What follows belongs to an exercise in optimizing a design on an open flow for small area and a short achievable clock period; a production flow would make more cautious choices. The RTL was checked by simulation tests, not by an equivalence proof against the original design. Power is estimated from default activity; no workload was simulated.

v51:
==> flow/design.v (excerpt) <==
module virtual_fabric
#(
  parameter int NUM_PE = 8,
  parameter logic [31:0] L1_MAP  = 32'h2222_2221,
  parameter logic [31:0] DFR_MAP = 32'h0000_0000,
  parameter logic [7:0]  BOOTH_MAP = 8'hff   
) (
  input  logic                  clk,
  input  logic                  rst,
  input  logic                  en,
  input  logic [31:0]                 data_in,    
  output logic [31:0]                 data_out,   
  input  logic                  cfg_req,
  input  logic [21:0]             cfg_wr,     
  output logic                  cfg_ack
);
Size in the first run: roughly 12000 cells after synthesis, ~1600 flip-flops, ~91 I/O pins, about 95000 µm² of cells after synthesis.
make LEC_CHECK=0 ABC_AREA=1 CAP_MARGIN=20 CORE_MARGIN=2 CORE_UTILIZATION=40 SETUP_SLACK_MARGIN=4.8 SLEW_MARGIN=20 TNS_END_PERCENT=0 finish   # period 8.0 ns
run.sh (not shown) runs the stock make flow with config.mk's settings and CLKGATE_MAP_FILE= SYNTH_SCRIPT=/design/flow/synth_recipe.tcl, a recipe that flattens the netlist after the stock synthesis.
Per the final summary, v51 finished and its layout is clean on timing, DRC and antenna.
> inputs changed (v51 -> v4)
Settings: removing TNS_END_PERCENT (formerly 0); changing SETUP_SLACK_MARGIN from 4.8 to 5.0.
Notes after the runs:
- v51 reports its standard cell with the maximum stage delay on the critical path as a21oi_1 while v4 reports fa_2.
- Antenna cell count in v4 vs v51: up 3
- Non-clock buffering overhead in the final layout, v4 and v51, higher one = v4.
- Delta (v4 minus v51): first-pass GRT wire length went up by 5.8%; inverter count of the layout excluding clock inverters went up by 0.50%.
- Proportion of cell area spent on the clock network (lower): v4
> inputs changed (v4 -> v13)
Settings: SETUP_SLACK_MARGIN now 4.8, was 5.0; CTS_BUF_LIST now sky130_fd_sc_hd__clkbuf_4 sky130_fd_sc_hd__clkbuf_8, previously not set.
### Flow results
- v13: PASS, flow complete, no timing, DRC or antenna violations
- | placed wire-length estimate after detailed placement | lower: v13 |
- v4 → v13: cell depth of the worst setup path shrank by 2; maximum number of pins on one net before global-route repair grew by 69; sequential cell count held steady; buffer share of cell area shrank by 2.1 points; wire length shrank by about 5%.
- Going from v4 to v13, final area shrank by a few percent.
diff inputs: v13 => v53
Settings: swapping 4.8 for 5.0 in SETUP_SLACK_MARGIN; putting TNS_END_PERCENT at 5 where nothing was set.
==> summary.txt <==
- Placement-stage cell area essentially unchanged between v53 and v13.
- Relative to v13, the HPWL after detailed placement of v53 is lower by 0.32%.
- As far as worst hold slack is concerned, v53 and v13 perform about the same.
- Of v13 and v53, the lower layout cell share with drive strength beyond 1 belongs to v53.
- There was hardly any difference in overall power between v53 and v13.

========
virtual_fabric again, from the RTL that the note above started with.
// virtual_fabric
module virtual_fabric
#(
  parameter int NUM_PE = 8,
  parameter logic [31:0] L1_MAP  = 32'h2222_2221,
  parameter logic [31:0] DFR_MAP = 32'h0000_0000,
  parameter logic [7:0]  BOOTH_MAP = 8'hff   
) (
  input  logic                  clk,
  input  logic                  rst,
  input  logic                  en,
  input  logic [31:0]                 data_in,    
  output logic [31:0]                 data_out,   
  input  logic                  cfg_req,
  input  logic [21:0]             cfg_wr,     
  output logic                  cfg_ack
);
Settings: LEC_CHECK=0, ABC_AREA=1, CAP_MARGIN=20, CORE_MARGIN=2, CORE_UTILIZATION=40, SETUP_SLACK_MARGIN=4.8, SLEW_MARGIN=20; clock period 8.0 ns.
Rerun with:
CTS_BUF_LIST = sky130_fd_sc_hd__clkbuf_4 sky130_fd_sc_hd__clkbuf_8   (was not set)
TNS_END_PERCENT = 0   (was not set)
The new run completed without violations.
Clock power barely changes.
Utilization decreases by 3.8 points.
Register-to-register slack got worse by 0.09 ns.
Sequential power hardly moves.
Worst hold slack is better by 0.0033 ns.
Die area is unchanged.
Rerun with:
TNS_END_PERCENT = 10   (was 0)
Outcome:
- routed wire length rose by 1.9%
- final cell count climbs by 1.3%
- clock-buffer cell count does not change
- total power rose by 1.1%
- worst hold slack hardly moves
- global-route usage went up by 0.57 points
Rerun with:
CTS_BUF_LIST = not set   (was sky130_fd_sc_hd__clkbuf_4 sky130_fd_sc_hd__clkbuf_8)
SETUP_SLACK_MARGIN = 4.3   (was 4.8)
TNS_END_PERCENT = not set   (was 10)
After rerunning: The changed run passed the timing, design-rule and antenna checks. Utilization decreases by 2.4 points. Worst setup slack is worse by 0.26 ns. Routed wire length decreases slightly. Global-route usage decreases by 0.37 points.
Rerun with:
SETUP_SLACK_MARGIN = 4.8   (was 4.3)
TNS_END_PERCENT = 10   (was not set)
Flip-flop and latch count stays the same.
Routed wire length rises by about 1.8%.
Count of clock-buffer cells in the layout fell by 10.
Total power increases by about 2%.
Rerun with:
CORE_UTILIZATION = 55   (was 40)
TNS_END_PERCENT = not set   (was 10)
Count of clock-buffer cells in the layout decreases by 5; global-route usage increases by 8.0 points; cell count decreases by 4.1%; fmax increases by 1.0%; wire length decreases by 5.1%; design area increases by 3.2%; total power increases by 0.43%; utilization increases by 20 points; sequential power barely changes; non-clock buffer count increases by 255.

[separate check: timing with driven ports]
Ports are ideal in the flow. The routed layouts listed here were re-timed in OpenROAD.
Step 1, drivers: a clkbuf_16 drives clk and a buf_2 each remaining input, both assumed.
Step 2 moves the port delays by t, midway between the first and last clock arrival at a register: inputs arrive t later, outputs are due t later. That takes back most of the time a late clock gives input paths.
a / b / c = ideal ports / drivers / drivers and shift; a / b = the first two.
run	t (ns)	slack for setup (ns)	worst setup path at the end	worst register clock-pin slew, ns	worst slew at a driven data input, ns
v51	0.944	4.490 / 4.424 / 3.619	input to register	0.07 / 0.07	0.08
v4	0.945	4.592 / 4.592 / 4.118	input to register	0.07 / 0.07	0.09
v13	1.145	4.639 / 4.639 / 3.620	input to register	0.08 / 0.08	0.07
v53	1.150	4.649 / 4.625 / 3.578	input to register	0.07 / 0.07	0.06
the first run of note 2	0.932	4.626 / 4.626 / 3.819	input to register	0.07 / 0.07	0.06
the second run of note 2	1.125	4.538 / 4.516 / 3.476	input to register	0.08 / 0.08	0.08
the third run of note 2	1.129	4.529 / 4.435 / 3.478	input to register	0.08 / 0.08	0.08
the fourth run of note 2	0.932	4.265 / 4.330 / 3.398	input to register	0.07 / 0.07	0.07
the fifth run of note 2	0.942	4.525 / 4.434 / 3.685	input to register	0.07 / 0.07	0.08
the sixth run of note 2	0.929	4.560 / 4.560 / 3.872	input to register	0.07 / 0.07	0.06
After both steps setup and hold are still met in every run listed. The setup slack of v53, which loses most, moves by -0.024 ns with the drivers and by -1.071 ns with both steps.
